This design comes from an exercise in tuning for small area and a short achievable clock period on the open sky130 flow, not from production work. Function was checked by simulation only, so behaviour that the tests miss may differ from the original. Power is estimated from default activity; no workload was simulated.

Setup of harbor:
==> flow/design.v (excerpt) <==
module depth_gated_color_segmenter #(
   parameter int LINE_WIDTH = dgcs_pkg::LINE_WIDTH_DEFAULT,
   parameter int LINE_COUNT = dgcs_pkg::LINE_COUNT_DEFAULT
) (
   input  logic                            clock,
   input  logic                            reset,
   input  logic                            req_valid,
   output logic                            req_stall,
   input  logic [48:0]                     req_payload,
   output logic                            rsp_valid,
   input  logic                            rsp_stall,
   output logic [137:0]                    rsp_payload,
   input  logic                            csr_write,
   input  logic [dgcs_pkg::CSR_IDX_W-1:0]  csr_index,
   input  logic [dgcs_pkg::CSR_DATA_W-1:0] csr_data
);
Size in the first run: about 1200 cells after synthesis, roughly 220 I/O pins, about 15000 µm² of cells after synthesis.
clock: 7.0 ns
lec_check: 0
cap_margin: 20
core_margin: 2
core_utilization: 40
place_density: 0.6
setup_slack_margin: 3.62
slew_margin: 20
standard.sh (not shown) runs the stock make flow with config.mk's settings and CLKGATE_MAP_FILE= SYNTH_SCRIPT=/design/flow/synth_recipe.tcl, a recipe that flattens the netlist after the stock synthesis.
==> flow/flow/run.sh <==
#!/bin/bash
# The standard layout (standard.sh) with these changes, all logged under orfs/logs/ as usual:
#  - synthesis (flow/synth.tcl) maps logic with abc's default script and leaves adders and
#    comparators to abc (no ADDER_MAP_FILE cells); registers are mapped as in the standard
#    synthesis, so they match it by name and cell type;
#  - plain sky130_fd_sc_hd__buf_1 cells as the port buffers instead of the delay buffer the
#    flow picks by default;
#  - larger clock-tree sink clusters, clkbuf_8 only, no dummy loads.
set -euo pipefail
here=$(pwd)
bash standard.sh 'ADDER_MAP_FILE=' "SYNTH_SCRIPT=$here/flow/synth.tcl" \
  'BUFFER_PORTS_ARGS=-buffer_cell sky130_fd_sc_hd__buf_1' \
  'CTS_ARGS=-sink_clustering_enable -repair_clock_nets -sink_clustering_size 16 -sink_clustering_max_diameter 60 -buf_list {sky130_fd_sc_hd__clkbuf_8} -dont_use_dummy_load' \
  finish > standard.log 2>&1
==> flow/flow/synth.tcl <==
# synth_recipe.tcl (the standard synthesis) with one change: abc maps the logic with its own
# default script (delay target 4000 ps) instead of ORFS's abc_speed.script. Registers are mapped
# before abc, by dfflibmap, exactly as in the standard synthesis.
proc synth {args} { yosys synth -nofsm -noshare {*}$args }
proc abc {args} {
  set out {}
  set skip 0
  foreach a $args {
    if {$skip} { set skip 0; continue }
    if {$a eq "-script" || $a eq "-D"} { set skip 1; continue }
    lappend out $a
  }
  yosys abc {*}$out -D 4000
}
source $::env(SCRIPTS_DIR)/synth.tcl
# left out here: clear keep_hierarchy, flatten, clean up, hide names made inside functions, write 1_2_yosys.v
harbor finished all stages; the layout is clean.
The following lists how garnet was set up differently from harbor:
# harbor
export LEC_CHECK = 0
export CAP_MARGIN = 20
export CORE_MARGIN = 2
export CORE_UTILIZATION = 40
export PLACE_DENSITY = 0.6
export SETUP_SLACK_MARGIN = 3.62
export SLEW_MARGIN = 20
create_clock -name core_clock -period 7.0 [get_ports {clock}]
# garnet
export LEC_CHECK = 0
export CAP_MARGIN = 20
export CORE_MARGIN = 2
export CORE_UTILIZATION = 40
export PLACE_DENSITY = 0.6
export SETUP_SLACK_MARGIN = 3.55
export SLEW_MARGIN = 20
create_clock -name core_clock -period 7.0 [get_ports {clock}]
diff --git a/flow/flow/run.sh b/flow/flow/run.sh
--- a/flow/flow/run.sh
+++ b/flow/flow/run.sh
@@ -13 +13 @@
-  'CTS_ARGS=-sink_clustering_enable -repair_clock_nets -sink_clustering_size 16 -sink_clustering_max_diameter 60 -buf_list {sky130_fd_sc_hd__clkbuf_8} -dont_use_dummy_load' \
+  'CTS_ARGS=-sink_clustering_enable -repair_clock_nets -sink_clustering_size 22 -sink_clustering_max_diameter 45 -buf_list {sky130_fd_sc_hd__clkbuf_8} -dont_use_dummy_load' \
diff --git a/flow/flow/synth.tcl b/flow/flow/synth.tcl
--- a/flow/flow/synth.tcl
+++ b/flow/flow/synth.tcl
@@ -2 +2 @@
-# default script (delay target 4000 ps) instead of ORFS's abc_speed.script. Registers are mapped
+# default script (delay target 2500 ps) instead of ORFS's abc_speed.script. Registers are mapped
@@ -13 +13 @@
-  yosys abc {*}$out -D 4000
+  yosys abc {*}$out -D 2500
Findings:
harbor has lower total power than garnet. Ratio of cells with drive above 1 in the final layout across garnet and harbor: no real change. Clock power: garnet vs harbor up about 10%. In the tables for garnet and harbor, wire length of the first global-routing pass reads higher with garnet. Fraction of power consumed by the clock network: garnet vs harbor up 2.2 points. Taking harbor as 1.0, garnet lands at 1.2 on total CTS buffers. On total instance count after detailed placement, garnet and harbor are basically level.
> inputs changed (garnet -> raven)
diff --git a/flow/flow/run.sh b/flow/flow/run.sh
--- a/flow/flow/run.sh
+++ b/flow/flow/run.sh
@@ -13 +13 @@
-  'CTS_ARGS=-sink_clustering_enable -repair_clock_nets -sink_clustering_size 22 -sink_clustering_max_diameter 45 -buf_list {sky130_fd_sc_hd__clkbuf_8} -dont_use_dummy_load' \
+  'CTS_ARGS=-sink_clustering_enable -repair_clock_nets -sink_clustering_size 16 -sink_clustering_max_diameter 60 -buf_list {sky130_fd_sc_hd__clkbuf_8} -dont_use_dummy_load' \
Findings:
Diff garnet -> raven | power consumed by combinational cells | decrease of about 2%. Number of tap instances of garnet is on par with raven. Per the comparison of raven with garnet, achievable frequency neither gained nor lost much, global-route met3 utilization lost 0.27 points, area fraction of clock buffers and clock inverters lost 0.85 points, signed area change from the synthesized netlist to the final layout lost 0.98 points, power lost 4.7%.
Modified inputs, violet compared to raven
# raven
export LEC_CHECK = 0
export CAP_MARGIN = 20
export CORE_MARGIN = 2
export CORE_UTILIZATION = 40
export PLACE_DENSITY = 0.6
export SETUP_SLACK_MARGIN = 3.55
export SLEW_MARGIN = 20
create_clock -name core_clock -period 7.0 [get_ports {clock}]
# violet
export LEC_CHECK = 0
export CAP_MARGIN = 20
export CORE_MARGIN = 2
export CORE_UTILIZATION = 40
export PLACE_DENSITY = 0.6
export SETUP_SLACK_MARGIN = 3.62
export SLEW_MARGIN = 20
create_clock -name core_clock -period 7.0 [get_ports {clock}]
diff --git a/flow/flow/run.sh b/flow/flow/run.sh
--- a/flow/flow/run.sh
+++ b/flow/flow/run.sh
@@ -8 +8 @@
-#  - larger clock-tree sink clusters, clkbuf_8 only, no dummy loads.
+#  - larger clock-tree sink clusters, clkbuf_16 only, no dummy loads.
@@ -13 +13 @@
-  'CTS_ARGS=-sink_clustering_enable -repair_clock_nets -sink_clustering_size 16 -sink_clustering_max_diameter 60 -buf_list {sky130_fd_sc_hd__clkbuf_8} -dont_use_dummy_load' \
+  'CTS_ARGS=-sink_clustering_enable -repair_clock_nets -sink_clustering_size 30 -sink_clustering_max_diameter 80 -buf_list {sky130_fd_sc_hd__clkbuf_16} -dont_use_dummy_load' \
==> comparison <==
- Against raven, first-pass GRT wire length in violet fell by a few percent.
- In terms of number of instances in the placed design, violet and raven differ only marginally.
- | layout overhead on the synthesized area | violet vs raven | 1.7 points higher |
[inputs] cedar vs violet
# violet
export LEC_CHECK = 0
export CAP_MARGIN = 20
export CORE_MARGIN = 2
export CORE_UTILIZATION = 40
export PLACE_DENSITY = 0.6
export SETUP_SLACK_MARGIN = 3.62
export SLEW_MARGIN = 20
create_clock -name core_clock -period 7.0 [get_ports {clock}]
# cedar
export LEC_CHECK = 0
export CAP_MARGIN = 20
export CORE_MARGIN = 2
export CORE_UTILIZATION = 40
export PLACE_DENSITY = 0.7
export SETUP_SLACK_MARGIN = 3.62
export SLEW_MARGIN = 20
create_clock -name core_clock -period 7.0 [get_ports {clock}]
diff --git a/flow/flow/run.sh b/flow/flow/run.sh
--- a/flow/flow/run.sh
+++ b/flow/flow/run.sh
@@ -8 +8 @@
-#  - larger clock-tree sink clusters, clkbuf_16 only, no dummy loads.
+#  - larger clock-tree sink clusters, clkbuf_8 only, no dummy loads.
@@ -13 +13 @@
-  'CTS_ARGS=-sink_clustering_enable -repair_clock_nets -sink_clustering_size 30 -sink_clustering_max_diameter 80 -buf_list {sky130_fd_sc_hd__clkbuf_16} -dont_use_dummy_load' \
+  'CTS_ARGS=-sink_clustering_enable -repair_clock_nets -sink_clustering_size 16 -sink_clustering_max_diameter 60 -buf_list {sky130_fd_sc_hd__clkbuf_8} -dont_use_dummy_load' \
==> comparison <==
cedar went all the way through the flow, and no timing, DRC or antenna check failed.
cedar vs. violet: wire length of the first global-routing pass higher, number of optimization iterations in the first detailed-route pass higher, post-layout minimum cycle time lower, final area roughly the same, largest vdd supply drop lower.
Of the two values seen for category of the most critical setup path, register to register was produced by cedar and register to output port by violet.
From violet to cedar, placeable core region did not move at all.
For violet, the destination of the critical timing path was rsp_payload[45], unlike cedar, where it was min_ff[16].
[inputs] delta vs cedar
# cedar
export LEC_CHECK = 0
export CAP_MARGIN = 20
export CORE_MARGIN = 2
export CORE_UTILIZATION = 40
export PLACE_DENSITY = 0.7
export SETUP_SLACK_MARGIN = 3.62
export SLEW_MARGIN = 20
create_clock -name core_clock -period 7.0 [get_ports {clock}]
# delta
export LEC_CHECK = 0
export CAP_MARGIN = 20
export CORE_MARGIN = 2
export CORE_UTILIZATION = 40
export PLACE_DENSITY = 0.6
export SETUP_SLACK_MARGIN = 3.62
export SLEW_MARGIN = 20
create_clock -name core_clock -period 7.0 [get_ports {clock}]
diff --git a/flow/flow/synth.tcl b/flow/flow/synth.tcl
--- a/flow/flow/synth.tcl
+++ b/flow/flow/synth.tcl
@@ -2 +2 @@
-# default script (delay target 2500 ps) instead of ORFS's abc_speed.script. Registers are mapped
+# default script (delay target 3300 ps) instead of ORFS's abc_speed.script. Registers are mapped
@@ -13 +13 @@
-  yosys abc {*}$out -D 2500
+  yosys abc {*}$out -D 3300
[summary]
On total routing resource utilization after global routing, cedar and delta are basically level. For cedar, the destination of the critical timing path was min_ff[16], unlike delta, where it was req_stall. delta ended up with a lower average via count per standard cell than cedar did. For the worst hold slack, delta came in 0.0068 ns higher than cedar did. On delta: share of power burned in the clock network is 1.2 points higher than what cedar gave. The non-clock buffer count in delta was lower than what cedar gave.

[afterwards: timing with drivers on the ports]
No port has a modelled driver above. Below, the same layouts with a new extraction and two added sets of constraints. Step 1 sets driving cells, clkbuf_16 on the clock port and buf_2 on the other inputs (assumed; they add their load-dependent delay and slew). Step 2, shift: input delay + t, output delay - t, t = (earliest + latest rising clock arrival at the registers) / 2. This alone moves slack from input paths to output paths. Slacks: no drivers / after step 1 / after step 2; pairs: no drivers / after step 1.
run | t, ns | setup WS [ns] | clock arrival spread, ns | worst register clock-pin slew, ns | cell pins on the clock port's net
harbor | 0.596 | 3.767 / 3.745 / 3.341 | 0.074 / 0.075 | 0.10 / 0.10 | 1
garnet | 0.611 | 3.717 / 3.717 / 3.224 | 0.078 / 0.078 | 0.10 / 0.10 | 1
raven | 0.651 | 3.726 / 3.680 / 3.222 | 0.073 / 0.073 | 0.11 / 0.11 | 1
violet | 0.582 | 3.674 / 3.624 / 3.351 | 0.069 / 0.069 | 0.11 / 0.11 | 1
cedar | 0.666 | 3.712 / 3.688 / 3.361 | 0.086 / 0.087 | 0.10 / 0.10 | 1
delta | 0.596 | 3.767 / 3.745 / 3.341 | 0.074 / 0.075 | 0.10 / 0.10 | 1
After both steps setup and hold are still met in every run listed. For raven, which loses most, drivers alone change the setup slack by -0.046 ns; drivers and shift together by -0.504 ns.
